This design comes from an exercise in tuning for small area, a short achievable clock period and few clock cycles per item on the open sky130 flow, not from production work.
Function was checked by simulation only, so behaviour that the tests miss may differ from the original.

== v25 ==
## conv_top
module conv_top
#(
    parameter int IMG_BITS = 6    
) (
    input  wire               clk,
    input  wire               rst,
    input  wire               ready,
    input  conv_pkg::pix_t         idata,
    input  conv_pkg::pix_t         cdata_rd,
    output logic              busy,
    output logic              cwr,
    output logic              crd,
    output logic [conv_pkg::ADDR_W-1:0] iaddr,
    output logic [conv_pkg::ADDR_W-1:0] caddr_wr,
    output logic [conv_pkg::ADDR_W-1:0] caddr_rd,
    output conv_pkg::pix_t              cdata_wr,
    output logic [2:0]        csel
);
    logic [4:0]  ph;
    logic [5:0]  rb;
    logic [6:0]  rj;
    logic        pool_upd, pool_kern, pool_first;
    logic [19:0] rq;
    logic [47:0] nb;
    logic [35:0] nib_top;
    logic [35:0] nib_bot;
    logic [19:0] r0, r1, r2, r3;
    logic [19:0] m0, m1;
    layer_ctrl u_layer_ctrl (
        .clk      (clk),
        .rst      (rst),
        .ready    (ready),
        .r0       (r0),
        .r1       (r1),
        .r2       (r2),
        .r3       (r3),
        .m0       (m0),
        .m1       (m1),
        .ph       (ph),
        .rb       (rb),
        .rj       (rj),
        .pool_upd   (pool_upd),
        .pool_kern  (pool_kern),
        .pool_first (pool_first),
        .rq         (rq),
        .busy     (busy),
        .cwr      (cwr),
        .crd      (crd),
        .caddr_wr (caddr_wr),
        .caddr_rd (caddr_rd),
        .cdata_wr (cdata_wr),
        .csel     (csel)
    );
    window_fetch u_window_fetch (
        .clk   (clk),
        .ph    (ph),
        .rb    (rb),
        .rj    (rj),
        .idata (idata),
        .iaddr (iaddr),
        .nb    (nb)
    );
    assign nib_top = nb[35:0];
    assign nib_bot = nb[47:12];
    conv_mac_k0 u_mac_k0_top (.clk(clk), .ph(ph), .nib(nib_top), .result(r0));
    conv_mac_k1 u_mac_k1_top (.clk(clk), .ph(ph), .nib(nib_top), .result(r1));
    conv_mac_k0 u_mac_k0_bot (.clk(clk), .ph(ph), .nib(nib_bot), .result(r2));
    conv_mac_k1 u_mac_k1_bot (.clk(clk), .ph(ph), .nib(nib_bot), .result(r3));
    max_pool u_max_pool (
        .clk   (clk),
        .upd   (pool_upd),
  ...
clock: 12.5 ns
lec_check: 0
cap_margin: 20
core_margin: 2
core_utilization: 55
cts_cluster_diameter: 300
cts_cluster_size: 20
slew_margin: 20
synth_hierarchical: 1
synth_minimum_keep_size: 0
standard.sh (not shown) runs the stock make flow with config.mk's settings and CLKGATE_MAP_FILE= SYNTH_SCRIPT=/design/flow/synth_recipe.tcl, a recipe that flattens the netlist after the stock synthesis.
==> flow/flow/run.sh <==
#!/bin/bash
# The standard layout (the standard.sh, unchanged synthesis and steps),
# with ORFS's repair_timing asked to reach a setup slack of 8.7 ns.
# The SDC and clock period are the standard flow's own.
set -euo pipefail
bash standard.sh SETUP_SLACK_MARGIN=8.7 finish > standard_run.log 2>&1
v25: full flow OK, the timing, DRC and antenna checks passed
Testbench counts of v25, summed over its fixed seeds: cycles 125,028, images 12.
Input-level comparison between v24 and v25:
# v25
export LEC_CHECK = 0
export CAP_MARGIN = 20
export CORE_MARGIN = 2
export CORE_UTILIZATION = 55
export CTS_CLUSTER_DIAMETER = 300
export CTS_CLUSTER_SIZE = 20
export SLEW_MARGIN = 20
export SYNTH_HIERARCHICAL = 1
export SYNTH_MINIMUM_KEEP_SIZE = 0
create_clock -name core_clock -period 12.5 [get_ports {clk}]
# v24
export LEC_CHECK = 0
export CAP_MARGIN = 20
export CORE_MARGIN = 2
export CORE_UTILIZATION = 55
export CTS_CLUSTER_DIAMETER = 50
export CTS_CLUSTER_SIZE = 10
export SLEW_MARGIN = 20
export SYNTH_HIERARCHICAL = 1
export SYNTH_MINIMUM_KEEP_SIZE = 0
create_clock -name core_clock -period 12.5 [get_ports {clk}]
==> results.txt <==
- Final period demand of the worst path, v25 and v24: lower on v25
- Re non-clock buffer count: v24 is about 20% up on v25.
- Global-route usage (v24 over v25): increase, 1.3 points
- Diff v25 and v24: setup slack higher in v25
- In the reports for v25 and v24, the larger count of clock-buffer cells in the layout belongs to v24.

---

Setup of job 7851:
conv_top again, from the RTL that the note above started with.
Settings: LEC_CHECK=0, CAP_MARGIN=20, CORE_MARGIN=2, CORE_UTILIZATION=55, CTS_CLUSTER_DIAMETER=200, CTS_CLUSTER_SIZE=25, SLEW_MARGIN=20, SYNTH_HIERARCHICAL=1, SYNTH_MINIMUM_KEEP_SIZE=0; clock period 12.5 ns.
==> flow/flow/run.sh <==
#!/bin/bash
# The standard layout (the standard.sh, unchanged synthesis and steps),
# with ORFS's repair_timing asked to reach a setup slack of 8.6 ns.
# The SDC and clock period are the standard flow's own.
set -euo pipefail
bash standard.sh SETUP_SLACK_MARGIN=8.6 finish > standard_run.log 2>&1
Testbench counts of job 7851, summed over its fixed seeds: cycles 125,028, images 12.
> inputs changed (job 7851 -> job 3184)
==> flow/flow/run.sh <==
#!/bin/bash
# The standard layout (the standard.sh, unchanged synthesis and steps),
# with ORFS's repair_timing asked to reach a setup slack of 8.4 ns.
# The SDC and clock period are the standard flow's own.
set -euo pipefail
bash standard.sh SETUP_SLACK_MARGIN=8.4 finish > standard_run.log 2>&1
--- a/flow/config.mk
+++ b/flow/config.mk
@@ -10,4 +10,4 @@
 export CORE_UTILIZATION = 55
-export CTS_CLUSTER_DIAMETER = 200
-export CTS_CLUSTER_SIZE = 25
+export CTS_CLUSTER_DIAMETER = 50
+export CTS_CLUSTER_SIZE = 10
 export SLEW_MARGIN = 20
### Flow results
- Job 3184 against job 7851: placement-stage worst setup slack increased 0.0074 ns, met2 wire length went down by 2.6%.
- Job 3184 vs job 7851: via count of the first global-routing pass up slightly
- Compared with job 7851, job 3184 shows final area that has gone up by a few percent.
- [diff] final period demand of the worst path, job 3184 relative to job 7851: regression
- The higher layout-stage area growth over the synthesis result came out of job 3184.
- As of job 3184, final cell count had risen slightly compared to job 7851.
- Going from job 7851 to job 3184, headroom to the max-slew limit shrinks by 3.6 points.
- Taking job 3184 as 1.0, job 7851 lands at 0.33 on total CTS buffers.
Inputs modified between job 3184 and job 4673:
==> flow/flow/run.sh <==
#!/bin/bash
# The standard layout (the standard.sh, unchanged synthesis and steps),
# with ORFS's repair_timing asked to reach a setup slack of 8.6 ns.
# The SDC and clock period are the standard flow's own.
set -euo pipefail
bash standard.sh SETUP_SLACK_MARGIN=8.6 finish > standard_run.log 2>&1
--- a/flow/config.mk
+++ b/flow/config.mk
@@ -10,4 +10,4 @@
 export CORE_UTILIZATION = 55
-export CTS_CLUSTER_DIAMETER = 50
-export CTS_CLUSTER_SIZE = 10
+export CTS_CLUSTER_DIAMETER = 200
+export CTS_CLUSTER_SIZE = 20
 export SLEW_MARGIN = 20
Results
Final cell area: job 4673 below job 3184
For the final period utilization, job 4673 came in 1.6 points lower than job 3184 did.
From job 3184 to job 4673 the numbers moved as follows: proportion of register bits with asynchronous set or reset after synthesis roughly the same.
Changes in job 545 relative to job 4673:
--- a/flow/config.mk
+++ b/flow/config.mk
@@ -10,4 +10,4 @@
 export CORE_UTILIZATION = 55
-export CTS_CLUSTER_DIAMETER = 200
-export CTS_CLUSTER_SIZE = 20
+export CTS_CLUSTER_DIAMETER = 100
+export CTS_CLUSTER_SIZE = 30
 export SLEW_MARGIN = 20
Final cell count: job 545 vs job 4673 up 0.89%
Wire length, job 545 vs job 4673: up by a few percent
Job 545 vs job 4673: quantity of gates resized following cts up by a little under 10%

---

Setup of rev 12:
Another version of the RTL of conv_top (not shown whole).
For scale: about 3100 cells after synthesis, about 110 I/O pins, ~0.043 mm^2 of cells after synthesis.
clock: 12.5 ns
lec_check: 0
cap_margin: 20
core_margin: 2
core_utilization: 55
cts_cluster_diameter: 200
cts_cluster_size: 20
slew_margin: 20
synth_hierarchical: 1
synth_minimum_keep_size: 0
==> flow/flow/run.sh <==
#!/bin/bash
# The standard layout (the standard.sh, unchanged synthesis and steps),
# with ORFS's repair_timing asked to reach a setup slack of 8.6 ns.
# The SDC and clock period are the standard flow's own.
set -euo pipefail
bash standard.sh SETUP_SLACK_MARGIN=8.6 finish > standard_run.log 2>&1
Rev 12: done, clean on timing, DRC and antenna
Testbench counts of rev 12, summed over its fixed seeds: cycles 125,124, images 12.
Inputs modified between rev 12 and rev 13:
==> flow/flow/run.sh <==
#!/bin/bash
# The standard layout (the standard.sh, unchanged synthesis and steps),
# with ORFS's repair_timing asked to reach a setup slack of 8.8 ns.
# The SDC and clock period are the standard flow's own.
set -euo pipefail
bash standard.sh SETUP_SLACK_MARGIN=8.8 finish > standard_run.log 2>&1
Notes after the runs:
Rev 13 -> rev 12: effective utilization at floorplan delta 0, exact match. Going from rev 12 to rev 13, cell total after placement comparable, non-clock buffer count in the final layout now larger, worst slack on hold paths now larger, worst setup slack now larger. Per the comparison of rev 13 with rev 12, CTS sink count level; routed wire length moved up. | total number of cells along the worst setup path | lower: rev 13 |. Against rev 12, rev 13 comes in 1.1% higher on wire length of the first global-routing pass.

---

conv_top, a different RTL version from the one above (not shown whole).
Size: about 3100 cells after synthesis, roughly 110 I/O pins, about 42000 um^2 of cells after synthesis.
export LEC_CHECK = 0
export CAP_MARGIN = 20
export CORE_MARGIN = 2
export CORE_UTILIZATION = 55
export CTS_CLUSTER_DIAMETER = 200
export CTS_CLUSTER_SIZE = 20
export SLEW_MARGIN = 20
export SYNTH_HIERARCHICAL = 1
export SYNTH_MINIMUM_KEEP_SIZE = 0
create_clock -name core_clock -period 12.5 [get_ports {clk}]
==> flow/flow/run.sh <==
#!/bin/bash
# The standard layout (the standard.sh, unchanged synthesis and steps),
# with ORFS's repair_timing asked to reach a setup slack of 8.8 ns.
# The SDC and clock period are the standard flow's own.
set -euo pipefail
bash standard.sh SETUP_SLACK_MARGIN=8.8 finish > standard_run.log 2>&1
The starting point went through all stages and came out clean.
Testbench counts at the start, summed over its fixed seeds: cycles 125,124, images 12.
==> next run, changes <==
==> flow/flow/run.sh (replaced) <==
#!/bin/bash
# The standard layout (the standard.sh, unchanged synthesis and steps),
# with ORFS's repair_timing asked to reach a setup slack of 9.2 ns.
# The SDC and clock period are the standard flow's own.
set -euo pipefail
bash standard.sh SETUP_SLACK_MARGIN=9.2 finish > standard_run.log 2>&1
Utilization rose by 3.5 points.
Setup slack is better by 13 ps.
Final cell count rose by 3.4%.
==> next run, changes <==
==> flow/flow/run.sh (replaced) <==
#!/bin/bash
# The standard layout (the standard.sh, unchanged synthesis and steps),
# with ORFS's repair_timing asked to reach a setup slack of 9.0 ns.
# The SDC and clock period are the standard flow's own.
set -euo pipefail
bash standard.sh SETUP_SLACK_MARGIN=9.0 finish > standard_run.log 2>&1
Die area does not change.
Register-to-register slack stays flat.
Count of clock-buffer cells in the layout falls by 2.
Cell area falls by a few percent.
Area after synthesis does not change.
Cell count falls slightly.

-- afterwards: timing with drivers on the ports --
The flow's constraints put no driver on any port. The routed layouts listed below were extracted and timed again, unchanged, in two steps.
Step 1 sets driving cells, clkbuf_16 on the clock port and buf_2 on the other inputs (assumed; they add their load-dependent delay and slew).
Step 2 times the ports against the registers' clock, not the clock port: input delays grow and output delays shrink by t, the midpoint of the rising clock arrivals with the driver on.
a / b / c = ideal ports / drivers / drivers and shift; a / b = the first two.
run	t, ns	setup slack, ns	latest minus earliest clock arrival (ns)
v25	0.679	8.726 / 8.695 / 8.726	0.034 / 0.034
v24	0.719	8.713 / 8.677 / 8.713	0.071 / 0.071
job 7851	0.725	8.668 / 8.627 / 8.668	0.044 / 0.044
job 3184	0.719	8.478 / 8.411 / 8.490	0.074 / 0.074
job 4673	0.657	8.684 / 8.684 / 8.684	0.055 / 0.055
job 545	0.666	8.647 / 8.647 / 8.647	0.049 / 0.049
rev 12	0.677	8.659 / 8.609 / 8.659	0.027 / 0.028
rev 13	0.675	8.786 / 8.765 / 8.786	0.029 / 0.029
the first run of note 4	0.685	8.831 / 8.780 / 8.831	0.029 / 0.029
the second run of note 4	0.679	8.844 / 8.797 / 8.844	0.025 / 0.025
the third run of note 4	0.674	8.835 / 8.769 / 8.839	0.039 / 0.039
After both steps every run listed still meets setup and hold.
